Context: an optimization exercise on an open-source flow, tuned for a short achievable clock period and few clock cycles per item. The choices shown serve that exercise and are no tape-out recipe.
Where RTL was checked, it was by simulation tests only, not by an equivalence proof against the original.
Function not checked in run 5: the RTL went through the layout flow alone.
Power figures rest on the tool's default switching activity, not on a simulated workload.

[flow/config.mk]
export PLATFORM = sky130hd
export DESIGN_NAME = a25_wishbone_master
export DESIGN_NICKNAME = a25_wishbone_master
export VERILOG_FILES = /design/flow/design.v
export SDC_FILE = /design/flow/constraint.sdc
export NUM_CORES = 4
export LEC_CHECK = 0
export ABC_CLOCK_PERIOD_IN_PS = 2200
export CAP_MARGIN = 20
export CORE_MARGIN = 2
export CORE_UTILIZATION = 50
export SETUP_SLACK_MARGIN = 2.8
export SLEW_MARGIN = 20
export SYNTH_HIERARCHICAL = 1
export SYNTH_MINIMUM_KEEP_SIZE = 0
export TNS_END_PERCENT = 100
[flow/constraint.sdc]
create_clock -name core_clock -period 5.0 [get_ports {i_clk}]
set_input_delay 1.0000 -clock core_clock [delete_from_list [all_inputs] [get_ports {i_clk}]]
set_output_delay 1.0000 -clock core_clock [all_outputs]
set_load 0.01 [all_outputs]
[flow/design.v]
package a25_wb_pkg;
    typedef enum logic [1:0] {
        IDLE = 2'd0,
        BEAT = 2'd1,
        DONE = 2'd2
    } wb_state_t;
    localparam logic [1:0] P_ICACHE   = 2'd0;
    localparam logic [1:0] P_DCACHE   = 2'd1;
    localparam logic [1:0] P_UNCACHED = 2'd2;
    localparam int unsigned WB_WORDS = 4;
endpackage
import a25_wb_pkg::*;
module a25_wb_beat_mask
(
    input  logic        write,
    input  logic [15:0] be,
    input  logic [1:0]  addr_word,
    input  logic [1:0]  port,
    output logic [3:0]  mask
);
    always_comb begin
        mask = '0;
        if (write) begin
            for (int unsigned k = 0; k < WB_WORDS; k++) begin
                mask[k] = |be[4*k +: 4];
            end
        end else if (port == P_UNCACHED) begin
            mask[addr_word] = 1'b1;
        end else begin
            mask = '1;
        end
    end
endmodule
module a25_wb_accept
(
    input  logic [2:0] valid,
    input  logic       room,
    output logic [2:0] accepted
);
    assign accepted[2] = valid[2] & room;
    assign accepted[1] = valid[1] & ~valid[2] & room;
    assign accepted[0] = valid[0] & ~valid[1] & ~valid[2] & room;
endmodule
import a25_wb_pkg::*;
module a25_wishbone_master
#(
    parameter int unsigned TIMEOUT_CYCLES = 256
) (
    input  logic         i_clk,
    input  logic         i_rst,
    input  logic         i_p0_valid,
    output logic         o_p0_accepted,
    input  logic         i_p0_write,
    input  logic [127:0] i_p0_wdata,
    input  logic [15:0]  i_p0_be,
    input  logic [31:0]  i_p0_addr,
    output logic [127:0] o_p0_rdata,
    output logic         o_p0_rdata_valid,
    input  logic         i_p1_valid,
    output logic         o_p1_accepted,
    input  logic         i_p1_write,
    input  logic [127:0] i_p1_wdata,
    input  logic [15:0]  i_p1_be,
    input  logic [31:0]  i_p1_addr,
    output logic [127:0] o_p1_rdata,
    output logic         o_p1_rdata_valid,
    input  logic         i_p2_valid,
    output logic         o_p2_accepted,
    input  logic         i_p2_write,
    input  logic [127:0] i_p2_wdata,
    input  logic [15:0]  i_p2_be,
    input  logic [31:0]  i_p2_addr,
    output logic [127:0] o_p2_rdata,
    output logic         o_p2_rdata_valid,
    output logic [31:0]  o_wb_adr,
    output logic [3:0]   o_wb_sel,
    output logic         o_wb_we,
    output logic [31:0]  o_wb_dat,
    input  logic [31:0]  i_wb_dat,
    output logic         o_wb_cyc,
    output logic         o_wb_stb,
    input  logic         i_wb_ack,
    input  logic         i_wb_err,
    output logic         o_bus_error
);
    localparam int unsigned QD  = 1;           
    localparam int unsigned QP  = 2;                 
    localparam int unsigned QW  = 3;                 
    localparam int unsigned HCW = 6;                 
    logic unused_cfg;
    function automatic logic [1:0] first_of(input logic [3:0] m);
        first_of = 2'd3;
        if (m[2]) first_of = 2'd2;
        if (m[1]) first_of = 2'd1;
        if (m[0]) first_of = 2'd0;
    endfunction
    assign unused_cfg = ^TIMEOUT_CYCLES;
    logic room_q;    
    logic a0, a1, a2, acc;
    assign a2  = i_p2_valid & room_q;
    assign a1  = i_p1_valid & ~i_p2_valid & room_q;
    assign a0  = i_p0_valid & ~i_p1_valid & ~i_p2_valid & room_q;
    assign acc = (i_p0_valid | i_p1_valid | i_p2_valid) & room_q;
    a25_wb_accept u_accept (
        .valid    ({i_p2_valid, i_p1_valid, i_p0_valid}),
        .room     (room_q),
        .accepted ({o_p2_accepted, o_p1_accepted, o_p0_accepted})
    );
    logic [1:0]   win_port;
    logic         win_write;
    logic [127:0] win_wdata;
    logic [15:0]  win_be;
    logic [31:0]  win_addr;
    always_comb begin
        win_port  = P_ICACHE;
        win_write = i_p0_write;
        win_wdata = i_p0_wdata;
        win_be    = i_p0_be;
        win_addr  = i_p0_addr;
        if (i_p2_valid) begin
            win_port  = P_UNCACHED;
            win_write = i_p2_write;
            win_wdata = i_p2_wdata;
            win_be    = i_p2_be;
            win_addr  = i_p2_addr;
        end else if (i_p1_valid) begin
            win_port  = P_DCACHE;
            win_write = i_p1_write;
            win_wdata = i_p1_wdata;
            win_be    = i_p1_be;
            win_addr  = i_p1_addr;
        end
    end
    logic unused_addr_lsbs;
    assign unused_addr_lsbs = ^win_addr[1:0];
    logic [3:0]  pm [3];
    logic [1:0]  pf [3];
    logic [3:0]  ps [3];
    logic [31:0] pd [3];
    logic [3:0] pn [3];
    always_comb begin
        for (int unsigned k = 0; k < 4; k++) begin
            pn[0][k] = |i_p0_be[4*k +: 4];
            pn[1][k] = |i_p1_be[4*k +: 4];
            pn[2][k] = |i_p2_be[4*k +: 4];
        end
    end
    always_comb begin
        pm[0] = i_p0_write ? pn[0] : 4'hf;
        pm[1] = i_p1_write ? pn[1] : 4'hf;
        pm[2] = i_p2_write ? pn[2] : (4'b0001 << i_p2_addr[3:2]);
    end
    logic [1:0] pw [3];
    always_comb begin
        for (int unsigned p = 0; p < 3; p++) begin
            pf[p] = first_of(pm[p]);
            pw[p] = first_of(pn[p]);
        end
        ps[0] = i_p0_be[{pf[0], 2'b00} +: 4];
        ps[1] = i_p1_be[{pf[1], 2'b00} +: 4];
        ps[2] = i_p2_be[{pf[2], 2'b00} +: 4];
        pd[0] = i_p0_wdata[{pw[0], 5'd0} +: 32];
        pd[1] = i_p1_wdata[{pw[1], 5'd0} +: 32];
        pd[2] = i_p2_wdata[{pw[2], 5'd0} +: 32];
    end
    logic [3:0]  win_mask;
    logic [1:0]  win_first;
    logic [3:0]  win_sel;
    logic [31:0] win_dat;
    always_comb begin
        win_mask  = pm[0];
        win_first = pf[0];
        win_sel   = ps[0];
        win_dat   = pd[0];
        if (i_p2_valid) begin
            win_mask  = pm[2];
            win_first = pf[2];
            win_sel   = ps[2];
            win_dat   = pd[2];
        end else if (i_p1_valid) begin
            win_mask  = pm[1];
            win_first = pf[1];
            win_sel   = ps[1];
            win_dat   = pd[1];
        end
    end
    logic push_any;
    logic [2:0] pnz;
    assign pnz[0] = ~i_p0_write | (|i_p0_be);
    assign pnz[1] = ~i_p1_write | (|i_p1_be);
    assign pnz[2] = ~i_p2_write | (|i_p2_be);
    assign push_any = acc;
    logic win_nz;
    assign win_nz = i_p2_valid ? pnz[2] : (i_p1_valid ? pnz[1] : pnz[0]);
    logic [1:0]    q_port  [QD];
    logic          q_wr    [QD];
    logic [127:0]  q_wdata [QD];
    logic [15:0]   q_be    [QD];
    logic [31:4]   q_addr  [QD];
    logic [3:0]    q_mask  [QD];
    logic [QP-1:0] wp_q, rp_q;
    logic [QW-1:0] cnt_q;
    logic          empty_q;
    logic         cyc_q;
    logic [31:2]  adr_q;
    logic [3:0]   sel_q;
    logic         we_q;
    logic [31:0]  dat_q;
    logic [1:0]   cur_port;
    logic [127:0] cur_wdata;
    logic [15:0]  cur_be;
    logic [3:0]   rem_q;       
    logic         last_q;      
    logic [2:0]   rf_q;        
    logic beat_end, has_next, bus_free, pop, bypass, push_q;
    assign beat_end = cyc_q & (i_wb_ack | i_wb_err);
    assign has_next = ~last_q;
    assign bus_free = ~cyc_q | (beat_end & ~has_next);
    assign pop      = bus_free & ~empty_q;
    assign bypass   = bus_free & empty_q & push_any;
    assign push_q   = push_any & ~bypass;
    function automatic logic [QP-1:0] ptr_inc(input logic [QP-1:0] p);
        ptr_inc = (p == QP'(QD - 1)) ? '0 : p + 1'b1;
    endfunction
    always_ff @(posedge i_clk) begin
        for (int unsigned i = 0; i < QD; i++) begin
            if (room_q && (wp_q == QP'(i))) begin
                q_port[i]  <= win_port;
                q_wr[i]    <= win_write;
                q_wdata[i] <= win_wdata;
                q_be[i]    <= win_be;
                q_addr[i]  <= win_addr[31:4];
                q_mask[i]  <= win_mask;
            end
        end
    end
    logic          q_inc, q_dec;
    logic [QW-1:0] cnt_next;
    logic          empty_next, full_next;
    assign q_inc = push_q & ~pop;
    assign q_dec = pop & ~push_q;
    always_comb begin
        cnt_next   = cnt_q;
        empty_next = (cnt_q == '0);
        full_next  = (cnt_q == QW'(QD));
        if (q_inc) begin
            cnt_next   = cnt_q + 1'b1;
            empty_next = 1'b0;
            full_next  = (cnt_q == QW'(QD - 1));
        end else if (q_dec) begin
            cnt_next   = cnt_q - 1'b1;
            empty_next = (cnt_q == QW'(1));
            full_next  = 1'b0;
        end
    end
    always_ff @(posedge i_clk or posedge i_rst) begin
        if (i_rst) begin
            wp_q    <= '0;
            rp_q    <= '0;
            cnt_q   <= '0;
            empty_q <= 1'b1;
            room_q  <= 1'b0;
        end else begin
            if (push_q) wp_q <= ptr_inc(wp_q);
            if (pop)    rp_q <= ptr_inc(rp_q);
            cnt_q   <= cnt_next;
            empty_q <= empty_next;
            room_q  <= ~full_next;
        end
    end
    logic [1:0]   h_port;
    logic         h_wr;
    logic [127:0] h_wdata;
    logic [15:0]  h_be;
    logic [31:4]  h_addr;
    logic [3:0]   h_mask;
    logic [1:0]   h_word;
    logic [127:0] hq_wdata;
    logic [15:0]  hq_be;
    logic [3:0]   h_sel;
    logic [31:0]  h_dat;
    logic [1:0]   n_word;
    logic [1:0]   q_word;
    always_comb begin
        h_port  = q_port[0];
        h_wr    = q_wr[0];
        h_wdata = q_wdata[0];
        h_be    = q_be[0];
        h_addr  = q_addr[0];
        h_mask  = q_mask[0];
        for (int unsigned i = 1; i < QD; i++) begin
            if (rp_q == QP'(i)) begin
                h_port  = q_port[i];
                h_wr    = q_wr[i];
                h_wdata = q_wdata[i];
                h_be    = q_be[i];
                h_addr  = q_addr[i];
                h_mask  = q_mask[i];
            end
        end
        hq_wdata = h_wdata;
        hq_be    = h_be;
        q_word = first_of(h_mask);
        h_word = q_word;
        h_sel  = h_be[{q_word, 2'b00} +: 4];
        h_dat  = h_wdata[{q_word, 5'd0} +: 32];
        if (empty_q) begin
            h_port  = win_port;
            h_wr    = win_write;
            h_wdata = win_wdata;
            h_be    = win_be;
            h_addr  = win_addr[31:4];
            h_mask  = win_mask;
            h_word  = win_first;
            h_sel   = win_sel;
            h_dat   = win_dat;
        end
    end
    assign n_word = first_of(rem_q);
    logic [3:0] h_rem, n_rem;
    assign h_rem = h_mask & (h_mask - 4'd1);
    assign n_rem = rem_q & (rem_q - 4'd1);
    always_ff @(posedge i_clk or posedge i_rst) begin
        if (i_rst) begin
            cyc_q <= 1'b0;
        end else if (bus_free) begin
            cyc_q <= bypass ? win_nz : (pop & (|h_mask));
        end
    end
    always_ff @(posedge i_clk) begin
        if (bus_free) begin
            adr_q     <= {h_addr, h_word};
            sel_q     <= h_sel;
            dat_q     <= h_dat;
            we_q      <= h_wr;
            cur_port  <= h_port;
            rem_q     <= h_rem;
            last_q    <= (h_rem == '0);
            for (int unsigned p = 0; p < 3; p++) rf_q[p] <= ~h_wr & (h_rem == '0) & (h_port == 2'(p));
        end else if (beat_end && has_next) begin
            adr_q[3:2] <= n_word;
            sel_q      <= nb_be[{n_word, 2'b00} +: 4];
            dat_q      <= nb_wdata[{n_word, 5'd0} +: 32];
            rem_q      <= n_rem;
            last_q     <= (n_rem == '0);
            for (int unsigned p = 0; p < 3; p++) rf_q[p] <= ~we_q & (n_rem == '0) & (cur_port == 2'(p));
        end
    end
    logic          byp_q;
    logic [QP-1:0] byp_slot_q;
    logic [127:0]  bq_wdata, nb_wdata;
    logic [15:0]   bq_be, nb_be;
    always_comb begin
        bq_wdata = q_wdata[0];
        bq_be    = q_be[0];
        for (int unsigned i = 1; i < QD; i++) begin
            if (byp_slot_q == QP'(i)) begin
                bq_wdata = q_wdata[i];
                bq_be    = q_be[i];
            end
        end
    end
    assign nb_wdata = byp_q ? bq_wdata : cur_wdata;
    assign nb_be    = byp_q ? bq_be    : cur_be;
    always_ff @(posedge i_clk or posedge i_rst) begin
        if (i_rst) byp_q <= 1'b0;
        else       byp_q <= bypass;
    end
    always_ff @(posedge i_clk) begin
        byp_slot_q <= wp_q;
        if (byp_q && !last_q) begin
            cur_wdata <= bq_wdata;
            cur_be    <= bq_be;
        end else if (!cyc_q || last_q) begin
            cur_wdata <= hq_wdata;
            cur_be    <= hq_be;
        end
    end
    logic [95:0]  line_q;
    logic [127:0] line_fin;
    logic [31:0]  beat_dat;
    logic         rd_last;
    assign beat_dat = i_wb_err ? '0 : i_wb_dat;
    assign rd_last  = beat_end & (|rf_q);
    always_ff @(posedge i_clk) begin
        for (int unsigned k = 0; k < 3; k++) begin
            if (beat_end && !we_q && (adr_q[3:2] == 2'(k))) line_q[32*k +: 32] <= beat_dat;
        end
    end
    function automatic logic [127:0] place(input logic [31:0] d, input logic [1:0] k);
        place = {(k == 2'd3) ? d : 32'd0, (k == 2'd2) ? d : 32'd0,
                 (k == 2'd1) ? d : 32'd0, (k == 2'd0) ? d : 32'd0};
    endfunction
    always_comb begin
        if (cur_port == P_UNCACHED) line_fin = place(beat_dat, adr_q[3:2]);
        else                        line_fin = {beat_dat, line_q};
    end
    logic [2:0]   rv_q;
    logic [127:0] rdata_q [3];
    logic         bus_error_q;
    logic [HCW-1:0] hcnt_q;
    logic [1:0]   pend_v;
    logic [127:0] pend1_line;     
    logic [31:0]  pend2_dat;      
    logic [1:0]   pend2_word;
    logic         p0_rv_d;
    logic [2:0]   p0_out_q;       
    logic         tok_q;
    logic         engaged, hold_max;
    logic [1:0]   fin_p;          
    logic [1:0]   done_p;         
    logic [1:0]   give;           
    logic         eng_q, hmax_q, fin0;
    logic [2:0]   p0_out_next;
    logic [HCW-1:0] hcnt_next;
    assign engaged  = i_p0_valid | eng_q;
    assign hold_max = hmax_q;
    assign fin0     = beat_end & rf_q[0];
    assign fin_p[0] = beat_end & rf_q[1];
    assign fin_p[1] = beat_end & rf_q[2];
    logic p0_inc, p0_dec, p0_busy_next, hold_on;
    logic [2:0] p0_out_p1, p0_out_m1;
    logic [HCW-1:0] hcnt_p1;
    assign p0_inc    = a0 & ~i_p0_write;
    assign p0_dec    = fin0;
    assign p0_out_p1 = p0_out_q + 3'd1;
    assign p0_out_m1 = p0_out_q - 3'd1;
    always_comb begin
        p0_out_next  = p0_out_q;
        p0_busy_next = (p0_out_q != '0);
        if (p0_inc & ~p0_dec) begin
            p0_out_next  = p0_out_p1;
            p0_busy_next = 1'b1;
        end else if (p0_dec & ~p0_inc) begin
            p0_out_next  = p0_out_m1;
            p0_busy_next = (p0_out_q != 3'd1);
        end
    end
    assign hcnt_p1   = hcnt_q + 1'b1;
    assign hold_on   = (|(done_p & ~give)) & engaged;
    assign hcnt_next = hold_on ? hcnt_p1 : '0;
    assign done_p   = pend_v | fin_p;
    always_comb begin
        give = '0;
        if (!engaged || hold_max) begin
            give = done_p;
        end else if (tok_q) begin
            if (done_p[0]) give[0] = 1'b1;
            else           give[1] = done_p[1];
        end
        give = give | (pend_v & fin_p);
    end
    always_ff @(posedge i_clk or posedge i_rst) begin
        if (i_rst) begin
            rv_q        <= '0;
            rdata_q[0]  <= '0;
            rdata_q[1]  <= '0;
            rdata_q[2]  <= '0;
            bus_error_q <= 1'b0;
            pend_v      <= '0;
            p0_rv_d     <= 1'b0;
            p0_out_q    <= '0;
            tok_q       <= 1'b0;
            hcnt_q      <= '0;
            eng_q       <= 1'b0;
            hmax_q      <= 1'b0;
        end else begin
            p0_rv_d  <= rv_q[0];
            p0_out_q <= p0_out_next;
            eng_q    <= fin0 | rv_q[0] | p0_busy_next;
            hmax_q   <= hold_on & (hcnt_p1 == '1);
            if (a0)         tok_q <= 1'b1;
            else if (|give) tok_q <= 1'b0;
            hcnt_q <= hcnt_next;
            rv_q[0] <= fin0;
            if (fin0) rdata_q[0] <= line_fin;
            for (int unsigned p = 1; p < 3; p++) begin
                rv_q[p] <= give[p-1];
                if (give[p-1]) begin
                    if (!pend_v[p-1])  rdata_q[p] <= line_fin;
                    else if (p == 1)   rdata_q[p] <= pend1_line;
                    else               rdata_q[p] <= place(pend2_dat, pend2_word);
                end
                pend_v[p-1] <= (pend_v[p-1] & ~give[p-1]) | (fin_p[p-1] & (~give[p-1] | pend_v[p-1]));
            end
            if (beat_end && i_wb_err) bus_error_q <= 1'b1;
        end
    end
    always_ff @(posedge i_clk) begin
        if (fin_p[0] && (!give[0] || pend_v[0])) pend1_line <= line_fin;
        if (fin_p[1] && (!give[1] || pend_v[1])) begin
            pend2_dat  <= beat_dat;
            pend2_word <= adr_q[3:2];
        end
    end
    assign o_wb_cyc = cyc_q;
    assign o_wb_stb = cyc_q;
    assign o_wb_adr = {adr_q, 2'b00};
    assign o_wb_sel = sel_q;
    assign o_wb_we  = we_q;
    assign o_wb_dat = dat_q;
    assign o_bus_error = bus_error_q;
    assign o_p0_rdata_valid = rv_q[0];
    assign o_p1_rdata_valid = rv_q[1];
    assign o_p2_rdata_valid = rv_q[2];
    assign o_p0_rdata = rdata_q[0];
    assign o_p1_rdata = rdata_q[1];
    assign o_p2_rdata = rdata_q[2];
endmodule
[flow/flow/run.sh]
#!/bin/bash
# The standard layout (standard.sh), with two ORFS settings changed:
#  - port buffers are sky130_fd_sc_hd__buf_4 rather than the delay buffer
#    buffer_ports picks by default;
#  - the resizer may swap a cell for one of another footprint
#    (MATCH_CELL_FOOTPRINT=0), so those buffers and the gates can be sized
#    for timing before routing.
# Everything else, synthesis included, is the standard flow.
set -o pipefail
cp standard.sh standard.sh.txt
bash standard.sh MATCH_CELL_FOOTPRINT=0 "BUFFER_PORTS_ARGS=-buffer_cell sky130_fd_sc_hd__buf_4" finish > standard.log 2>&1
[flow/standard.sh]
#!/bin/bash
# synth_recipe.tcl (not shown) runs the flow's synth.tcl, then flattens the netlist and writes it again
# the make line also repeats each setting of config.mk as NAME=value (left out here)
make -C /OpenROAD-flow-scripts/flow DESIGN_CONFIG=/design/flow/config.mk WORK_HOME=/design/flow/orfs CLKGATE_MAP_FILE= SYNTH_SCRIPT=/design/flow/synth_recipe.tcl "${@:-finish}"
==> results of run 1 <==
==> final cells by class <==
class,instances,area share
inverters,150,0.008182
repair buffers,1566,0.2173
diodes,30,0.001077
flip-flops and latches,1039,0.4187
clock inverters,41,0.005240
clock buffers,159,0.04500
well taps,1287,0.02309
multi-input cells,2913,0.2813
==> metal layers <==
metal | GRT usage | vias to the layer above | part of all wire
met1 | 0.4857 | 21810 | 0.36
met4 | 0.2340 | 22 | 0.076
met2 | 0.6485 | 2556 | 0.47
met5 | 0 | - | 0.00069
li1 | - | 19080 | -
met3 | 0.08413 | 625 | 0.091
==> power groups by stage <==
stage,logic (mW),registers [mW],clock network [mW]
after floorplan,7.48,15.8,0
after global placement,14.7,15.7,0
after detailed placement,15.0,15.8,0
after CTS,18.0,15.8,8.03
after global routing,20.8,16.1,8.37
final,19.8,15.9,8.03
==> metrics by stage <==
stage	utilization	TNS, ps	setup slack (ps)	area (um2)	hold WS [ps]
floorplan	-	-630920	-1539	49370	408.6
global placement	0.5951	0	987.8	58310	438.4
detailed placement	0.5952	0	993.6	58320	434.5
CTS	0.6812	0	2422	66750	353.1
global route	0.7115	0	2433	69720	399.7
finish	0.7116	0	2429	69730	370.5
==> modules after synthesis (local to each module, per instance) <==
module | flip-flops and latches | copies in the design | cells inside
a25_wishbone_master | 1039 | 1 | 4452
a25_wb_accept | 0 | 1 | 3
==> synth_stat cells, types with 7 or more instances <==
master | count | share of area
ha_1 | 16 | 0.0041
nor4_1 | 8 | 0.0010
nand2b_1 | 9 | 0.0011
inv_1 | 149 | 0.011
dfrtp_1 | 410 | 0.21
mux2_2 | 31 | 0.0071
buf_2 | 76 | 0.0077
o21a_1 | 131 | 0.020
a211oi_1 | 100 | 0.015
o221a_2 | 14 | 0.0032
buf_1 | 21 | 0.0016
a311oi_1 | 32 | 0.0057
mux4_2 | 38 | 0.017
nor3_1 | 7 | 0.00071
o211ai_1 | 10 | 0.0015
nor2b_1 | 37 | 0.0047
o22a_1 | 9 | 0.0016
a22oi_1 | 95 | 0.014
nand2_1 | 645 | 0.049
edfxtp_1 | 628 | 0.38
o22ai_1 | 22 | 0.0028
mux2i_1 | 321 | 0.065
nor2_1 | 318 | 0.024
a21o_1 | 15 | 0.0023
clkbuf_1 | 256 | 0.020
o21ai_0 | 508 | 0.052
o221ai_1 | 146 | 0.026
a21oi_1 | 294 | 0.030
==> repair_timing <==
item,in CTS,in global routing
pin swaps,67,112
setup buffers,232,165
setup endpoints to repair,1274,836
gates resized for setup,732,229
cloned,18,24
==> cell usage in the layout (no fill, tap or decap), drive strengths merged, types with 7 or more instances in the layout <==
cell type and n:
a211oi 100, a21o 15, a21oi 294, a22oi 95, a311oi 32, buf 1537, clkbuf 188, clkinv 32
dfrtp 410, diode 30, edfxtp 628, ha 16, inv 152, mux2 31, mux2i 321, mux4 38
nand2 645, nand2b 9, nor2 320, nor2b 37, nor3 7, nor4 14, o211ai 12, o21a 131
o21ai 514, o221a 14, o221ai 146, o22a 9, o22ai 22
==> kinds of logic (layout without fill, tap and decap cells) <==
logic type                 count (synthesis)  count (layout)  share of synthesized area
AOI/OAI and AO/OA                       1415            1416                     0.1810
xor gates and xnor gates                  11              11                   0.001958
adders and majority gates                 19              22                   0.004678
buffers and inverters                    512            1916                    0.04190
DFF                                     1039            1039                     0.5922
muxes                                    390             390                    0.08978
other                                      1              32                 0.00007620
and+or+nand+nor                         1068            1072                    0.08835
==> worst paths after layout <==
path                                from               to  slack [ps]  depth (start not counted)
worst max-delay path              room_q    o_p0_accepted        2430                          2
worst min-delay path               i_rst   rdata_q[0][49]         370                          2
worst max register to register     cyc_q  rdata_q[2][126]        2720                         11
worst min register to register  cnt_q[2]          empty_q         440                          1
max in group asynchronous          i_rst  rdata_q[0][126]        3450                          3
min in group core_clock         cnt_q[2]          empty_q         440                          1
==> sequential cells by signal, indices dropped and copies added, names as in the netlist, 3 cells and up <==
| signal | count |
|---|---|
| adr_q | 30 |
| cnt_q | 3 |
| cur_be | 12 |
| cur_wdata | 103 |
| dat_q | 32 |
| hcnt_q | 6 |
| line_q | 96 |
| p0_out_q | 3 |
| pend1_line | 128 |
| pend2_dat | 32 |
| q_addr | 28 |
| q_be | 16 |
| q_mask | 4 |
| q_wdata | 128 |
| rdata_q | 384 |
| rem_q | 3 |
| rf_q | 3 |
| rv_q | 3 |
| sel_q | 4 |
==> critical path: stages (launching register included) <==
cell	delay [ps]
dfrtp_2	490
and4bb_2	260
buf_6	120
==> summary.txt, run 1 <==
status: timing/DRC/antenna clean
CTS Buffer Depth: 3
crit path capture type: output pin
gr usage total: 0.3961
synthesis-stage register bit count: 1039
combinational share of power: 0.453
DR iter-0 viols: 5043
sequential share of power: 0.364
DRT Pass-1 Iters: 6
Pleak: 29.26 nW
mean routed wirelength per cell: 29.62 um
Clock power frac: 0.184
Synth cell types: 68
f_max: 0.3889 GHz
clock slew at reported path FFs: 60 ps
Worst Hold Class: primary input to asynchronous set/reset pin
Avg Cell Area, Syn: 11.05 um2
Arrival @ worst endpoint: 1570 ps
hold_buf cts: 0
Hold Fails Final Rpt: 0
largest fanout on the critical path: 4
Cells after DPL: 6516
Area Growth Syn to Fin: 41.69%
multi-input logic area: 19620 um2
kind of critical path: flip-flop to output pin
antenna-violating nets left: 0
switching share of power: 0.3777
worst-skew pair later-pin latency: 720 ps
Synth Cell Area: 49210 um2
Filler Cells Inserted: 7350
RSZ-0062 raised after global routing: true
CP Data Required Time: 4000 ps
synth warn: 20
initial antenna violation count: 42
row count: 115
first-pass GRT wire length: 290700 um
Pint: 27.19 mW
TritonCTS Buffers: 108
EDFF count, synth: 628
PD cells: 626.6 nW/um2
Max H-tree Level: 3
Slew Viols, Final: 0
number of global-route vias before repair: 41270
DR vias: 44090
Final min period: 2571 ps
final setup violation count: 0
post-route insts no fill: 7185
Port Buffer Count: 1019
final WL: 212800 um
Sw Pwr: 16.50 mW
startpoint types: flip-flop
Die W: 317.7 um
largest net degree at the start of global routing: 211
detailed placement HPWL: 139900 um
initial core utilization: 0.5022
via density per instance: 6.136
predominant post-synthesis flop cell: edfxtp_1
DRC Markers: 0
number of I/O pins: 1032
total gr overflow: 0
Die H: 317.7 um
Worst Tran Pin Value: 1037 ps
maximum vdd ir drop: 0.0005467 V
CTS Sinks: 1039
Async S/R FF share, synth: 0.3956
final worst-path cycle share: 0.5143
DIE AREA: 100900 um2
core footprint: 97990 um2
layout cells sized above 1: 0.3630
Seq/Total Area, Yosys: 0.5922
total chip power: 43.69 mW
FF/Latch Area: 29200 um2
clk_skew: 37.73 ps
Syn Inst Count: 4455
CTS tree: done
CTS Root Cell: clkbuf_16
RePlAce Congestion: 0.9605
final net count: 6364
max_cap viols: 0
max_slew headroom: 0.3087
Testbench counts, summed over its fixed seeds: cycles 28,076, requests 5,120.
==> run 2, diff against run 1 <==
--- a/flow/design.v
+++ b/flow/design.v
@@ -88,3 +88,3 @@
     localparam int unsigned QW  = 3;                 
-    localparam int unsigned HCW = 6;                 
+    localparam int unsigned HCW = 7;                 
     logic unused_cfg;
==> summary.txt, run 2 <==
status: timing/DRC/antenna clean (unchanged)
RSZ-0062 raised after global routing: true (unchanged)
Fin Hold WS: 383.1 ps (was 370.5 ps)
startpoint types: flip-flop (unchanged)
top cell type's share of synthesized area: 0.3830 (was 0.3832)
Max H-tree Level: 3 (unchanged)
CP Data Required Time: 4000 ps (about the same)
final worst-path cycle share: 0.5090 (was 0.5143)
Slew Viols, Final: 0 (unchanged)
DR vias: 44100 (was 44090)
initial core utilization: 0.5034 (was 0.5022)
synth warn: 20 (unchanged)
Hold Fails Final Rpt: 0 (unchanged)
via density per instance: 6.118 (was 6.136)
max_slew headroom: 0.2799 (was 0.3087)
Commonest cells post-synth: 630 x edfxtp_1, 586 x nand2_1, 521 x o21ai_0, 411 x dfrtp_1, 361 x mux2i_1 (was 645 x nand2_1, 628 x edfxtp_1, 508 x o21ai_0, 410 x dfrtp_1, 321 x mux2i_1)
reg2reg path depth: 6 (was 11)
DIE AREA: 101300 um2 (was 100900 um2)
Yosys top cell by area: edfxtp_1 (unchanged)
PD cells: 633.2 nW/um2 (was 626.6 nW/um2)
final critical-path setup slack: 2455 ps (was 2429 ps)
Pleak: 29.89 nW (was 29.26 nW)
clock slew at reported path FFs: 60 ps (about the same)
largest cells by area after synthesis: edfxtp_1 38%, dfrtp_1 21%, mux2i_1 7.3%, o21ai_0 5.3%, nand2_1 4.5% (was edfxtp_1 38%, dfrtp_1 21%, mux2i_1 6.5%, o21ai_0 5.2%, nand2_1 4.9%)
Die W: 318.3 um (was 317.7 um)
kind of critical path: flip-flop to output pin (unchanged)
final net count: 6397 (was 6364)
Syn Inst Count: 4452 (was 4455)
predominant post-synthesis flop cell: edfxtp_1 (unchanged)
hold_buf cts: 0 (unchanged)
Buf/Inv on CP: 1 (unchanged)
TritonCTS Buffers: 106 (was 108)
DR iter-0 viols: 4589 (was 5043)
DRT Pass-1 Iters: 6 (unchanged)
layout cells sized above 1: 0.3657 (was 0.3630)
largest registers: rdata_q x384, pend1_line x128, q_wdata x128 (unchanged)
detailed placement HPWL: 130300 um (was 139900 um)
Post-Place Setup Slack: 1307 ps (was 993.6 ps)
RR Startpoint: q_mask[0][1] (was cyc_q)
initial antenna violation count: 19 (was 42)
Most flops, register: rdata_q (unchanged)
Post-Layout Inst Area: 70630 um2 (was 69730 um2)
largest net degree at the start of global routing: 179 (was 211)
number of global-route vias before repair: 41070 (was 41270)
core footprint: 98130 um2 (was 97990 um2)
Worst Hold Class: primary input to asynchronous set/reset pin (unchanged)
gr usage total: 0.3943 (was 0.3961)
Critical Path Start: room_q (unchanged)
Placed Area: 58270 um2 (was 58320 um2)
Area Growth Syn to Fin: 43.00% (was 41.69%)
Worst Tran Pin Value: 1080 ps (was 1037 ps)
number of I/O pins: 1032 (unchanged)
row count: 115 (unchanged)
maximum vdd ir drop: 0.0004522 V (was 0.0005467 V)
first-pass GRT wire length: 291200 um (was 290700 um)
Worst path slowest cell: dfrtp_2 (unchanged)
CP top delay family: flip-flops (unchanged)
CP cell instances: and3b_2, buf_4 (was and4bb_2, buf_6)
clk_skew: 29.32 ps (was 37.73 ps)
total gr overflow: 0 (unchanged)
Synth Cell Area: 49390 um2 (was 49210 um2)
largest fanout on the critical path: 4 (unchanged)
final WL: 211600 um (was 212800 um)
Reg2Reg Capture Point: dat_q[4] (was rdata_q[2][126])
CTS Root Cell: clkbuf_16 (unchanged)
CTS Buffer Depth: 3 (unchanged)
RePlAce Congestion: 0.9320 (was 0.9605)
antenna-violating nets left: 0 (unchanged)
max_cap viols: 0 (unchanged)
Arrival @ worst endpoint: 1550 ps (was 1570 ps)
EDFF count, synth: 630 (was 628)
Die H: 318.3 um (was 317.7 um)
DRC Markers: 0 (unchanged)
Async S/R FF share, synth: 0.3954 (was 0.3956)
CTS Sinks: 1042 (was 1039)
Synth cell types: 69 (was 68)
r2r setup slk: 2600 ps (was 2720 ps)
commonest non-fill, non-tap cell in the layout: buf_4 (unchanged)
Seq/Total Area, Yosys: 0.5917 (was 0.5922)
crit path capture type: output pin (unchanged)
Port Buffer Count: 1019 (unchanged)
final setup violation count: 0 (unchanged)
most frequent cells in the layout: 962 x buf_4, 630 x edfxtp_1, 579 x nand2_1, 507 x buf_6, 503 x o21ai_0 (was 959 x buf_4, 628 x edfxtp_1, 612 x nand2_1, 492 x buf_6, 487 x o21ai_0)
mean routed wirelength per cell: 29.36 um (was 29.62 um)
f_max: 0.3929 GHz (was 0.3889 GHz)
worst-skew pair later-pin latency: 690 ps (was 720 ps)
synthesis-stage register bit count: 1042 (was 1039)
most frequent cell after synthesis: edfxtp_1 (was nand2_1)
CTS tree: done (unchanged)
Avg Cell Area, Syn: 11.09 um2 (was 11.05 um2)
Filler Cells Inserted: 7020 (was 7350)
WP depth: 2 (unchanged)
Final min period: 2545 ps (was 2571 ps)
max FFs per register: 384 (unchanged)
max incr delay on CP: 480 ps (was 490 ps)
Worst Setup EP: o_p1_accepted (was o_p0_accepted)
-- run 2: cell types whose count changed after synthesis, moves of 6 or more --
| cell | previous run | this run |
|---|---|---|
| a211o_1 | 6 | 13 |
| clkbuf_1 | 256 | 239 |
| mux2i_1 | 321 | 361 |
| o211ai_1 | 10 | 17 |
| o21ai_0 | 508 | 521 |
| a311oi_1 | 32 | 0 |
| a211oi_1 | 100 | 122 |
| o22ai_1 | 22 | 30 |
| nand2_1 | 645 | 586 |
| buf_1 | 21 | 27 |
| a21oi_1 | 294 | 288 |
-- run 2: cell type report --
cell class / instances / area [um2] / area share
clock buffer: 148 / 3064 / 0.04338
sequential: 1042 / 29280 / 0.4145
timing repair buffer: 1593 / 15600 / 0.2208
inverter: 153 / 599.3 / 0.008485
clock inverter: 53 / 730.7 / 0.01034
antenna: 17 / 42.54 / 0.0006023
multi-input combinational: 2915 / 19710 / 0.2791
tap: 1287 / 1610 / 0.02280
-- run 2: how the worst min path moves through the flow --
stage / from / endpoint / slack, ps / depth (start not counted)
after global routing: i_rst / rdata_q[1][60] / 390 / 2
after global placement: bus_error_q / bus_error_q / 440 / 1
after CTS: i_rst / rdata_q[1][60] / 360 / 2
after floorplan: cnt_q[2] / empty_q / 410 / 1
final: i_rst / rdata_q[1][60] / 380 / 2
after detailed placement: cnt_q[2] / empty_q / 430 / 1
-- run 2: per-stage QoR --
step	setup TNS [ps]	cells	utilization	power, mW
global route	0	7207	0.7198	46.43
finish	0	7208	0.7198	44.72
CTS	0	7000	0.6897	42.58
floorplan	-638220	4453	-	23.22
global placement	0	6481	0.5938	30.11
detailed placement	0	6481	0.5938	30.45
-- run 2: report_power, final --
group | internal (mW) | leakage, nW | switching (mW)
Combinational | 9.38 | 16.9 | 10.8
Clock | 5.11 | 1.85 | 3.51
Sequential | 13.5 | 11.2 | 2.43
-- run 2: kinds of logic after synthesis --
| family | count (synthesis) | synth area share |
|---|---|---|
| AND/OR/NAND/NOR | 1018 | 0.08364 |
| AO/OA/AOI/OAI | 1425 | 0.1804 |
| multiplexers | 424 | 0.09527 |
| flip-flops | 1042 | 0.5917 |
| other | 1 | 0.00007592 |
| buffers and inverters | 511 | 0.04210 |
| XOR/XNOR | 12 | 0.002128 |
| adder cells (fa/ha/maj) | 19 | 0.004686 |
-- run 2: metal layers --
metal,share of wire,global-route usage
met1,0.37,0.4923
met2,0.47,0.6344
met3,0.088,0.07911
met4,0.073,0.2425
met5,0.00017,0
-- run 2: what timing repair did --
action                                  4_1_cts  5_1_grt
buffers inserted                            276      169
gates resized for setup                     703      248
cloned                                       42       22
endpoints found under the setup margin     1399      922
pin swaps                                   105       70
-- run 2: Yosys stat by module (local to each module, per instance) --
module	times used	cell area, um2
a25_wb_accept	1	30.03
a25_wishbone_master	1	49360
Testbench counts of run 2, summed over its fixed seeds: cycles 28,069, requests 5,120.
==> run 3, diff against run 2 <==
--- a/flow/config.mk
+++ b/flow/config.mk
@@ -11,3 +11,3 @@
 export CORE_UTILIZATION = 50
-export SETUP_SLACK_MARGIN = 2.8
+export SETUP_SLACK_MARGIN = 2.6
 export SLEW_MARGIN = 20
==> summary.txt, run 3 <==
status: timing/DRC/antenna clean (unchanged)
Synth Cell Area: 49390 um2 (unchanged)
Port Buffer Count: 1019 (unchanged)
initial antenna violation count: 29 (was 19)
total chip power: 39.58 mW (was 44.72 mW)
CTS Sinks: 1042 (unchanged)
max FFs per register: 384 (unchanged)
total gr overflow: 0 (unchanged)
mean routed wirelength per cell: 29.32 um (was 29.36 um)
CTS Root Cell: clkbuf_16 (unchanged)
max_cap viols: 0 (unchanged)
Final min period: 2549 ps (was 2545 ps)
final net count: 6019 (was 6397)
clock slew at reported path FFs: 60 ps (about the same)
CP Data Required Time: 4000 ps (about the same)
maximum vdd ir drop: 0.0004092 V (was 0.0004522 V)
Arrival @ worst endpoint: 1550 ps (about the same)
TritonCTS Buffers: 107 (was 106)
RR Startpoint: rem_q[1] (was q_mask[0][1])
Post-Layout Inst Area: 64060 um2 (was 70630 um2)
antenna-violating nets left: 0 (unchanged)
CTS Buffer Depth: 3 (unchanged)
Post-Route Setup TNS: 0 ps (unchanged)
Die H: 318.3 um (unchanged)
commonest non-fill, non-tap cell in the layout: buf_4 (unchanged)
Commonest cells post-synth: 630 x edfxtp_1, 586 x nand2_1, 521 x o21ai_0, 411 x dfrtp_1, 361 x mux2i_1 (unchanged)
crit path capture type: output pin (unchanged)
Most flops, register: rdata_q (unchanged)
Placed Area: 58320 um2 (was 58270 um2)
gr usage total: 0.3741 (was 0.3943)
hold path depth: 0
row count: 115 (unchanged)
final WL: 200400 um (was 211600 um)
largest cells by area after synthesis: edfxtp_1 38%, dfrtp_1 21%, mux2i_1 7.3%, o21ai_0 5.3%, nand2_1 4.5% (unchanged)
Slew Viols, Final: 0 (unchanged)
r2r setup slk: 2680 ps (was 2600 ps)
synthesis-stage register bit count: 1042 (unchanged)
CTS tree: done (unchanged)
Fin Hold WS: 438.4 ps (was 383.1 ps)
Max H-tree Level: 3 (unchanged)
startpoint types: flip-flop (unchanged)
top cell type's share of synthesized area: 0.3830 (unchanged)
kind of critical path: flip-flop to output pin (unchanged)
hold_sp: q_wdata[0][16]
Synth cell types: 69 (unchanged)
PD cells: 617.8 nW/um2 (was 633.2 nW/um2)
Async S/R FF share, synth: 0.3954 (unchanged)
max_slew headroom: 0.3840 (was 0.2799)
reg2reg path depth: 6 (unchanged)
layout cells sized above 1: 0.2855 (was 0.3657)
RSZ-0062 raised after global routing: true (unchanged)
hold path endpoint: cur_wdata[16]
RePlAce Congestion: 0.9309 (was 0.9320)
number of global-route vias before repair: 39310 (was 41070)
most frequent cells in the layout: 1108 x buf_4, 630 x edfxtp_1, 581 x nand2_1, 511 x o21ai_0, 405 x dfrtp_1 (was 962 x buf_4, 630 x edfxtp_1, 579 x nand2_1, 507 x buf_6, 503 x o21ai_0)
largest net degree at the start of global routing: 212 (was 179)
detailed placement HPWL: 130300 um (about the same)
Yosys top cell by area: edfxtp_1 (unchanged)
Hold Fails Final Rpt: 0 (unchanged)
hold_buf cts: 0 (unchanged)
Seq/Total Area, Yosys: 0.5917 (unchanged)
largest registers: rdata_q x384, pend1_line x128, q_wdata x128 (unchanged)
Pleak: 26.97 nW (was 29.89 nW)
via density per instance: 6.124 (was 6.118)
most frequent cell after synthesis: edfxtp_1 (unchanged)
final worst-path cycle share: 0.5099 (was 0.5090)
first-pass GRT wire length: 277900 um (was 291200 um)
DIE AREA: 101300 um2 (unchanged)
EDFF count, synth: 630 (unchanged)
Avg Cell Area, Syn: 11.09 um2 (unchanged)
DRT Pass-1 Iters: 8 (was 6)
DRC Markers: 0 (unchanged)
initial core utilization: 0.5034 (unchanged)
Worst Hold Class: flip-flop to flip-flop (was primary input to asynchronous set/reset pin)
DR vias: 41860 (was 44100)
number of I/O pins: 1032 (unchanged)
f_max: 0.3923 GHz (was 0.3929 GHz)
Die W: 318.3 um (unchanged)
predominant post-synthesis flop cell: edfxtp_1 (unchanged)
largest fanout on the critical path: 4 (unchanged)
clk_skew: 49.23 ps (was 29.32 ps)
DR iter-0 viols: 4753 (was 4589)
synth warn: 20 (unchanged)
worst-skew pair later-pin latency: 700 ps (was 690 ps)
core footprint: 98130 um2 (unchanged)
final setup violation count: 0 (unchanged)
Area Growth Syn to Fin: 29.68% (was 43.00%)
Reg2Reg Capture Point: dat_q[13] (was dat_q[4])
Worst Tran Pin Value: 924.0 ps (was 1080 ps)
Syn Inst Count: 4452 (unchanged)
-- run 3: metal layers --
metal	GRT usage	up-vias	part of all wire
li1	-	18430	-
met1	0.4718	20700	0.38
met2	0.6185	2229	0.48
met3	0.07047	480	0.081
met4	0.1902	20	0.062
met5	0	-	0.00073
-- run 3: logic make-up (layout without fill, tap and decap cells) --
| logic type | count (synthesis) | in the layout | share of synthesized area |
|---|---|---|---|
| adders and majority gates | 19 | 21 | 0.004686 |
| and+or+nand+nor | 1018 | 1032 | 0.08364 |
| buffers and inverters | 511 | 1563 | 0.04210 |
| AOI/OAI and AO/OA | 1425 | 1427 | 0.1804 |
| muxes | 424 | 424 | 0.09527 |
| DFF | 1042 | 1042 | 0.5917 |
| xor gates and xnor gates | 12 | 12 | 0.002128 |
| other | 1 | 27 | 0.00007592 |
-- run 3: how the worst max path moves through the flow --
stage               depth (start not counted)  slack, ps       endpoint  startpoint
CTS                                         3       2420  o_p0_accepted  i_p2_valid
finish                                      2       2450  o_p0_accepted      room_q
global placement                            6       1340       dat_q[9]  i_p2_be[3]
global route                                2       2430  o_p0_accepted      room_q
floorplan                                   1      -1550    bus_error_q       i_rst
detailed placement                          7       1320       dat_q[9]  i_p2_be[3]
-- run 3: timing repair --
item,4_1_cts,5_1_grt
setup endpoints to repair,861,387
pin swaps,21,36
cloned,23,13
resized for setup,76,81
buffers inserted,53,47
-- run 3: stage by stage --
| stage | utilization | worst slack [ps] | cells |
|---|---|---|---|
| 6_report | 0.6528 | 2451 | 6835 |
| 4_1_cts | 0.6411 | 2418 | 6750 |
| 5_1_grt | 0.6526 | 2433 | 6828 |
| 3_3_place_gp | 0.5943 | 1336 | 6475 |
| 3_5_place_dp | 0.5943 | 1319 | 6475 |
| 2_1_floorplan | - | -1553 | 4453 |
-- run 3: per-module statistics from Yosys (local to each module, per instance) --
module,cell area (um2),flip-flops and latches
a25_wishbone_master,49360,1042
a25_wb_accept,30.03,0
-- run 3: layout make-up --
class	count	area, um2
Inverter	153	588.1
Clock buffer	152	2958
Antenna cell	25	62.56
Sequential cell	1042	29250
Clock inverter	47	508.0
Multi-Input combinational cell	2918	18840
Fill cell	8007	34080
Tap cell	1287	1610
Timing Repair Buffer	1211	10240
-- run 3: power breakdown --
| part | switching (mW) | total (mW) | internal [mW] |
|---|---|---|---|
| logic | 9.72 | 16.1 | 6.36 |
| registers | 2.05 | 15.5 | 13.5 |
| clock network | 3.44 | 7.98 | 4.54 |
| total | 15.2 | 39.6 | 24.4 |
-- run 3: critical path: stages (launching register included) --
cell	delay [ps]
dfrtp_2	480
and4bb_2	270
buf_6	120
==> run 4, diff against run 3 <==
--- a/flow/design.v
+++ b/flow/design.v
@@ -39,5 +39,16 @@
 );
+    logic [1:0] n_take;    
+    a25_wb_nand2 u_n0 (.a(valid[0]), .b(room), .y(n_take[0]));
+    a25_wb_nand2 u_n1 (.a(valid[1]), .b(room), .y(n_take[1]));
     assign accepted[2] = valid[2] & room;
-    assign accepted[1] = valid[1] & ~valid[2] & room;
-    assign accepted[0] = valid[0] & ~valid[1] & ~valid[2] & room;
+    assign accepted[1] = ~(valid[2] | n_take[1]);
+    assign accepted[0] = ~(valid[2] | valid[1] | n_take[0]);
+endmodule
+module a25_wb_nand2
+(
+    input  logic a,
+    input  logic b,
+    output logic y
+);
+    assign y = ~(a & b);
 endmodule
==> summary.txt, run 4 <==
most frequent cell after synthesis: edfxtp_1 (unchanged)
final worst-path cycle share: 0.4960 (was 0.5099)
final WL: 199100 um (was 200400 um)
Max H-tree Level: 3 (unchanged)
crit path capture type: output pin (unchanged)
DIE AREA: 101300 um2 (about the same)
Area Growth Syn to Fin: 28.81% (was 29.68%)
mean routed wirelength per cell: 29.29 um (was 29.32 um)
most frequent cells in the layout: 1088 x buf_4, 630 x edfxtp_1, 579 x nand2_1, 514 x o21ai_0, 405 x dfrtp_1 (was 1108 x buf_4, 630 x edfxtp_1, 581 x nand2_1, 511 x o21ai_0, 405 x dfrtp_1)
Cells after DPL: 6469 (was 6475)
Seq/Total Area, Yosys: 0.5918 (was 0.5917)
CP Data Required Time: 4000 ps (about the same)
fin util: 0.6483 (was 0.6528)
startpoint types: flip-flop (unchanged)
final setup violation count: 0 (unchanged)
Final min period: 2480 ps (was 2549 ps)
clock slew at reported path FFs: 60 ps (about the same)
maximum vdd ir drop: 0.0004471 V (was 0.0004092 V)
commonest non-fill, non-tap cell in the layout: buf_4 (unchanged)
synth warn: 20 (unchanged)
gr usage total: 0.3733 (was 0.3741)
DRT Pass-1 Iters: 6 (was 8)
row count: 115 (unchanged)
RePlAce Congestion: 0.9087 (was 0.9309)
worst-skew pair later-pin latency: 690 ps (was 700 ps)
EDFF count, synth: 630 (unchanged)
largest fanout on the critical path: 4 (unchanged)
Yosys top cell by area: edfxtp_1 (unchanged)
status: timing/DRC/antenna clean (unchanged)
top cell type's share of synthesized area: 0.3830 (about the same)
final net count: 5983 (was 6019)
synthesis-stage register bit count: 1042 (unchanged)
total gr overflow: 0 (unchanged)
CP cell instances: nand2_2, nor3_2, buf_4 (was and4bb_2, buf_6)
Syn Inst Count: 4454 (was 4452)
largest registers: rdata_q x384, pend1_line x128, q_wdata x128 (unchanged)
max_cap viols: 0 (unchanged)
RSZ-0062 raised after global routing: true (unchanged)
first-pass GRT wire length: 276700 um (was 277900 um)
max FFs per register: 384 (unchanged)
Slew Viols, Final: 0 (unchanged)
Synth Cell Area: 49390 um2 (about the same)
predominant post-synthesis flop cell: edfxtp_1 (unchanged)
via density per instance: 6.110 (was 6.124)
DRC Markers: 0 (unchanged)
detailed placement HPWL: 131000 um (was 130300 um)
antenna-violating nets left: 0 (unchanged)
CTS Sinks: 1042 (unchanged)
Most flops, register: rdata_q (unchanged)
Worst path slowest cell: dfrtp_2 (unchanged)
Avg Cell Area, Syn: 11.09 um2 (about the same)
Async S/R FF share, synth: 0.3954 (unchanged)
Filler Cells Inserted: 7980 (was 8007)
number of I/O pins: 1032 (unchanged)
Arrival @ worst endpoint: 1480 ps (was 1550 ps)
number of global-route vias before repair: 39100 (was 39310)
CTS Buffer Depth: 3 (unchanged)
layout cells sized above 1: 0.2822 (was 0.2855)
kind of critical path: flip-flop to output pin (unchanged)
DR iter-0 viols: 4538 (was 4753)
hold_buf cts: 0 (unchanged)
core footprint: 98130 um2 (unchanged)
Hold Fails Final Rpt: 0 (unchanged)
Worst Hold Class: flip-flop to flip-flop (unchanged)
PD cells: 616.8 nW/um2 (was 617.8 nW/um2)
CTS tree: done (unchanged)
largest cells by area after synthesis: edfxtp_1 38%, dfrtp_1 21%, mux2i_1 7.3%, o21ai_0 5.3%, nand2_1 4.5% (unchanged)
f_max: 0.4033 GHz (was 0.3923 GHz)
TritonCTS Buffers: 106 (was 107)
max_slew headroom: 0.2945 (was 0.3840)
largest net degree at the start of global routing: 186 (was 212)
Commonest cells post-synth: 630 x edfxtp_1, 588 x nand2_1, 521 x o21ai_0, 411 x dfrtp_1, 361 x mux2i_1 (was 630 x edfxtp_1, 586 x nand2_1, 521 x o21ai_0, 411 x dfrtp_1, 361 x mux2i_1)
Pleak: 26.73 nW (was 26.97 nW)
Port Buffer Count: 1019 (unchanged)
post-route insts no fill: 6797 (was 6835)
Post-Route Setup TNS: 0 ps (unchanged)
max incr delay on CP: 480 ps (about the same)
CTS Root Cell: clkbuf_16 (unchanged)
Synth cell types: 67 (was 69)
initial core utilization: 0.5033 (was 0.5034)
clk_skew: 31.47 ps (was 49.23 ps)
DR vias: 41530 (was 41860)
Worst Tran Pin Value: 1056 ps (was 924.0 ps)
Die W: 318.3 um (about the same)
initial antenna violation count: 29 (unchanged)
Die H: 318.3 um (about the same)
==> run 4: cell count changes in the layout (fill, tap and decap cells not counted), moves of 6 or more <==
cell	before	now
buf_4	1108	1088
nor2b_1	20	33
nor2b_2	15	2
clkbuf_8	9	21
a211oi_1	119	111
a211oi_2	3	10
buf_12	47	40
bufinv_16	8	1
mux2i_1	357	350
clkinv_1	14	8
clkinv_2	16	22
==> run 4: metrics by stage <==
stage / cell area [um2] / worst slack [ps] / hold slack, ps / total power, mW
floorplan: 49670 / -1553 / 417.1 / 23.26
CTS: 62640 / 2391 / 454.6 / 38.84
finish: 63620 / 2520 / 463.1 / 39.24
global placement: 58230 / 994.4 / 443.0 / 30.14
detailed placement: 58230 / 980.3 / 453.9 / 30.53
global route: 63620 / 2483 / 480.6 / 40.95
==> run 4: final timing paths <==
kind | start | slack (ps) | cells after the start | to
max | room_q | 2520 | 3 | o_p0_accepted
min | bus_error_q | 460 | 1 | bus_error_q
max reg2reg | byp_q | 2630 | 4 | cur_wdata[103]
min reg2reg | bus_error_q | 460 | 1 | bus_error_q
max in group asynchronous | i_rst | 3160 | 3 | rdata_q[2][105]
min in group asynchronous | i_rst | 470 | 2 | rdata_q[1][61]
==> run 4: worst max-delay path: cells and delay by family, from the launching register on <==
kind	cells	cell delay [ps]
buf+inv	1	140
flops	1	480
simple gates	2	190
==> run 4: layer usage <==
| layer | routed length [um] | up-vias | GRT usage |
|---|---|---|---|
| li1 | - | 18350 | - |
| met1 | 75010 | 20520 | 0.4722 |
| met2 | 94810 | 2228 | 0.6053 |
| met3 | 16560 | 429 | 0.07136 |
| met4 | 12640 | 10 | 0.2101 |
| met5 | 66 | - | 0 |
==> run 4: layout make-up <==
type / instances / area (um2) / share of cell area
flip-flops and latches: 1042 / 29250 / 0.4597
well taps: 1287 / 1610 / 0.02531
clock buffers: 164 / 3198 / 0.05027
diodes: 21 / 52.55 / 0.0008260
inverters: 153 / 584.3 / 0.009184
repair buffers: 1179 / 9828 / 0.1545
multi-input cells: 2915 / 18860 / 0.2964
clock inverters: 36 / 245.2 / 0.003854
==> run 4: power by group <==
part           switching, mW  internal [mW]  total (mW)
registers               2.01           13.5        15.5
logic                   9.66           6.25        15.9
clock network           3.40           4.45        7.85
total                   15.1           24.2        39.2
==> run 4: kinds of logic after synthesis <==
logic type	after synthesis	synth area share
buffers and inverters	511	0.04210
multiplexers	424	0.09527
flip-flops	1042	0.5918
AND/OR/NAND/NOR	1020	0.08360
XOR/XNOR	12	0.002128
other	1	0.00007592
adder cells (fa/ha/maj)	19	0.004686
AO/OA/AOI/OAI	1425	0.1804
==> run 4: repair_timing <==
item	in CTS	in global routing
pin swaps	12	43
gates resized for setup	84	85
buffers inserted	42	38
endpoints found under the setup margin	721	387
gates cloned	18	9
==> run 4: Yosys stat by module (local to each module, per instance) <==
module | flip-flops and latches | times used | cells
a25_wb_accept | 0 | 1 | 3
a25_wb_nand2 | 0 | 2 | 1
a25_wishbone_master | 1042 | 1 | 4449
Testbench counts of run 4, summed over its fixed seeds: cycles 28,069, requests 5,120.
==> run 5, diff against run 4 <==
--- a/flow/design.v
+++ b/flow/design.v
@@ -54,2 +54,20 @@
 endmodule
+module a25_wb_nz4
+(
+    input  logic [3:0] b,
+    output logic       y
+);
+    logic z01, z23;    
+    a25_wb_nor2  u_z01 (.a(b[0]), .b(b[1]), .y(z01));
+    a25_wb_nor2  u_z23 (.a(b[2]), .b(b[3]), .y(z23));
+    a25_wb_nand2 u_y   (.a(z01),  .b(z23),  .y(y));
+endmodule
+module a25_wb_nor2
+(
+    input  logic a,
+    input  logic b,
+    output logic y
+);
+    assign y = ~(a | b);
+endmodule
 import a25_wb_pkg::*;
@@ -151,8 +169,6 @@
     logic [3:0] pn [3];
-    always_comb begin
-        for (int unsigned k = 0; k < 4; k++) begin
-            pn[0][k] = |i_p0_be[4*k +: 4];
-            pn[1][k] = |i_p1_be[4*k +: 4];
-            pn[2][k] = |i_p2_be[4*k +: 4];
-        end
+    for (genvar k = 0; k < 4; k++) begin : g_nz
+        a25_wb_nz4 u_nz0 (.b(i_p0_be[4*k +: 4]), .y(pn[0][k]));
+        a25_wb_nz4 u_nz1 (.b(i_p1_be[4*k +: 4]), .y(pn[1][k]));
+        a25_wb_nz4 u_nz2 (.b(i_p2_be[4*k +: 4]), .y(pn[2][k]));
     end
@@ -199,5 +215,5 @@
     logic [2:0] pnz;
-    assign pnz[0] = ~i_p0_write | (|i_p0_be);
-    assign pnz[1] = ~i_p1_write | (|i_p1_be);
-    assign pnz[2] = ~i_p2_write | (|i_p2_be);
+    assign pnz[0] = ~i_p0_write | (|pn[0]);
+    assign pnz[1] = ~i_p1_write | (|pn[1]);
+    assign pnz[2] = ~i_p2_write | (|pn[2]);
     assign push_any = acc;
==> summary.txt, run 5 <==
layout cells sized above 1: 0.2893 (was 0.2822)
largest net degree at the start of global routing: 220 (was 186)
Post-Route Setup TNS: 0 ps (unchanged)
commonest non-fill, non-tap cell in the layout: buf_4 (unchanged)
row count: 115 (unchanged)
max FFs per register: 384 (unchanged)
CTS Sinks: 1044 (was 1042)
max_cap viols: 0 (unchanged)
RePlAce Congestion: 0.9184 (was 0.9087)
final worst-path cycle share: 0.5040 (was 0.4960)
startpoint types: flip-flop (unchanged)
number of I/O pins: 1032 (unchanged)
status: timing/DRC/antenna clean (unchanged)
Cells after DPL: 6517 (was 6469)
via density per instance: 5.987 (was 6.110)
max_slew headroom: 0.2842 (was 0.2945)
Synth cell types: 72 (was 67)
final net count: 6008 (was 5983)
Die W: 319.8 um (was 318.3 um)
Slew Viols, Final: 0 (unchanged)
crit path capture type: output pin (unchanged)
hold_buf cts: 0 (unchanged)
TritonCTS Buffers: 108 (was 106)
Port Buffer Count: 1019 (unchanged)
first-pass GRT wire length: 273200 um (was 276700 um)
total gr overflow: 0 (unchanged)
kind of critical path: flip-flop to output pin (unchanged)
EDFF count, synth: 632 (was 630)
Worst Hold Class: flip-flop to flip-flop (unchanged)
Synth Cell Area: 49880 um2 (was 49390 um2)
initial core utilization: 0.5060 (was 0.5033)
DR iter-0 viols: 3834 (was 4538)
Most flops, register: rdata_q (unchanged)
DIE AREA: 102300 um2 (was 101300 um2)
Worst Tran Pin Value: 1074 ps (was 1056 ps)
Die H: 319.8 um (was 318.3 um)
gr usage total: 0.3668 (was 0.3733)
Yosys top cell by area: edfxtp_1 (unchanged)
Avg Cell Area, Syn: 11.15 um2 (was 11.09 um2)
detailed placement HPWL: 133900 um (was 131000 um)
Filler Cells Inserted: 8039 (was 7980)
synth warn: 32 (was 20)
most frequent cell after synthesis: nand2_1 (was edfxtp_1)
DRT Pass-1 Iters: 6 (unchanged)
Fin Hold WS: 459.0 ps (was 463.1 ps)
Placed Area: 59050 um2 (was 58230 um2)
most frequent cells in the layout: 1109 x buf_4, 687 x nand2_1, 632 x edfxtp_1, 619 x o21ai_0, 435 x mux2i_1 (was 1088 x buf_4, 630 x edfxtp_1, 579 x nand2_1, 514 x o21ai_0, 405 x dfrtp_1)
final WL: 194800 um (was 199100 um)
predominant post-synthesis flop cell: edfxtp_1 (unchanged)
largest registers: rdata_q x384, pend1_line x128, q_wdata x128 (unchanged)
total chip power: 38.58 mW (was 39.24 mW)
clock slew at reported path FFs: 60 ps (about the same)
number of global-route vias before repair: 38960 (was 39100)
CTS tree: done (unchanged)
mean routed wirelength per cell: 28.59 um (was 29.29 um)
CTS Buffer Depth: 3 (unchanged)
Seq/Total Area, Yosys: 0.5872 (was 0.5918)
Commonest cells post-synth: 700 x nand2_1, 632 x edfxtp_1, 631 x o21ai_0, 439 x mux2i_1, 411 x dfrtp_1 (was 630 x edfxtp_1, 588 x nand2_1, 521 x o21ai_0, 411 x dfrtp_1, 361 x mux2i_1)
initial antenna violation count: 21 (was 29)
Async S/R FF share, synth: 0.3946 (was 0.3954)
DR vias: 40780 (was 41530)
maximum vdd ir drop: 0.0004236 V (was 0.0004471 V)
f_max: 0.3968 GHz (was 0.4033 GHz)
Final min period: 2520 ps (was 2480 ps)
DRC Markers: 0 (unchanged)
Post-Layout Inst Area: 64240 um2 (was 63620 um2)
core footprint: 98560 um2 (was 98130 um2)
largest fanout on the critical path: 4 (unchanged)
CTS Root Cell: clkbuf_16 (unchanged)
antenna-violating nets left: 0 (unchanged)
CP Data Required Time: 4000 ps (about the same)
post-route insts no fill: 6812 (was 6797)
clk_skew: 23.32 ps (was 31.47 ps)
worst-skew pair later-pin latency: 690 ps (about the same)
top cell type's share of synthesized area: 0.3805 (was 0.3830)
final setup violation count: 0 (unchanged)
PD cells: 600.5 nW/um2 (was 616.8 nW/um2)
Syn Inst Count: 4473 (was 4454)
largest cells by area after synthesis: edfxtp_1 38%, dfrtp_1 21%, mux2i_1 8.8%, o21ai_0 6.3%, nand2_1 5.3% (was edfxtp_1 38%, dfrtp_1 21%, mux2i_1 7.3%, o21ai_0 5.3%, nand2_1 4.5%)
Area Growth Syn to Fin: 28.80% (was 28.81%)
synthesis-stage register bit count: 1044 (was 1042)
r2r setup slk: 2630 ps (about the same)
Hold Fails Final Rpt: 0 (unchanged)
Arrival @ worst endpoint: 1520 ps (was 1480 ps)
Pleak: 28.19 nW (was 26.73 nW)
RSZ-0062 raised after global routing: true (unchanged)
Max H-tree Level: 3 (unchanged)
## run 5: worst paths after layout
kind	start	endpoint	cells after the start
worst max-delay path	room_q	o_p0_accepted	3
worst min-delay path	cnt_q[2]	empty_q	1
worst max register to register	cyc_q	room_q	8
worst min register to register	cnt_q[2]	empty_q	1
max in group asynchronous	i_rst	rdata_q[0][35]	3
min in group asynchronous	i_rst	rdata_q[1][45]	2
## run 5: per-module statistics from Yosys, one instance, submodules excluded, a selection
module | cell area [um2] | flip-flops and latches | times used
a25_wb_accept | 20.02 | 0 | 1
a25_wb_nand2 | 3.754 | 0 | 14
a25_wb_nor2 | 3.754 | 0 | 24
a25_wishbone_master | 49720 | 1044 | 1
## run 5: worst max-delay path, cell delays in order (launching register included)
cell     delay, ps
dfrtp_2        490
nand2_2         90
nor3_4         130
buf_6          130
## run 5: per-layer routing
layer	vias to the layer above	routed length [um]	global-route usage
li1	18280	-	-
met3	405	15990	0.07282
met1	20140	71820	0.4472
met2	1939	96960	0.6321
met5	-	145	0
met4	20	9847	0.1611
## run 5: logic make-up (layout without fill, tap and decap cells)
logic type               count (synthesis)  in the layout  synth area share
flip-flops                            1044           1044            0.5872
other                                    1             14        0.00007518
multiplexers                           544            544            0.1224
XOR/XNOR                                12             12          0.002107
buffers and inverters                  508           1539           0.04076
adder cells (fa/ha/maj)                 19             21          0.004641
AO/OA/AOI/OAI                         1303           1303            0.1584
AND/OR/NAND/NOR                       1042           1048           0.08441
## run 5: power breakdown
part / leakage, nW / total (mW) / switching (mW) / internal [mW]
Sequential: 11.2 / 15.3 / 1.94 / 13.4
Clock: 1.69 / 7.97 / 3.43 / 4.53
Combinational: 15.3 / 15.3 / 9.23 / 6.06
Total: 28.2 / 38.6 / 14.6 / 24.0
## run 5: layout make-up
cell class / instances / area (um2) / area share
sequential: 1044 / 29310 / 0.4562
multi-input combinational: 2930 / 19430 / 0.3025
timing repair buffer: 1186 / 9782 / 0.1523
clock buffer: 157 / 3079 / 0.04793
tap: 1287 / 1610 / 0.02507
inverter: 152 / 588.1 / 0.009154
clock inverter: 44 / 407.9 / 0.006349
antenna: 12 / 30.03 / 0.0004674
## run 5: stage by stage
stage | util | setup slack, ps
finish | 0.6518 | 2480
global route | 0.6516 | 2441
CTS | 0.6458 | 2464
detailed placement | 0.5991 | 1072
global placement | 0.5991 | 1058
floorplan | - | -1553
## run 5: what timing repair did
item / CTS / global route
setup buffers: 48 / 16
endpoints found under the hold margin: 0 / 0
setup endpoints to repair: 793 / 224
gates resized for setup: 95 / 69
pin swaps: 13 / 17
cloned: 14 / 4

separate check: timing with driven ports:
The flow's constraints put no driver on any port. The routed layouts listed below were extracted and timed again, unchanged, in two steps. Step 1: set_driving_cell puts a clkbuf_16 on i_clk and a buf_2 on each other input, an assumption about the parent block. Step 2 adds t to the input delays and takes it off the output delays; t is the mean of the earliest and latest rising clock arrival at the registers after step 1. Input paths then give back, and output paths get back, about the clock's delay inside the block. Three values: ideal ports, drivers, drivers and shift; two values: the first two.
| run | t, ns | slack for setup (ns) | worst setup path after step 2 | worst slew at a driven data input, ns |
|---|---|---|---|---|
| run 1 | 0.782 | 2.429 / 2.256 / 1.805 | input to register | 0.23 |
| run 2 | 0.764 | 2.455 / 2.172 / 1.665 | input to register | 0.45 |
| run 3 | 0.752 | 2.451 / 2.233 / 1.688 | input to register | 0.29 |
| run 4 | 0.754 | 2.520 / 2.332 / 1.746 | input to register | 0.25 |
| run 5 | 0.754 | 2.480 / 2.320 / 1.647 | input to register | 0.22 |
After both steps setup and hold are still met in every run listed. For run 5, which loses most, drivers alone change the setup slack by -0.160 ns; drivers and shift together by -0.833 ns.
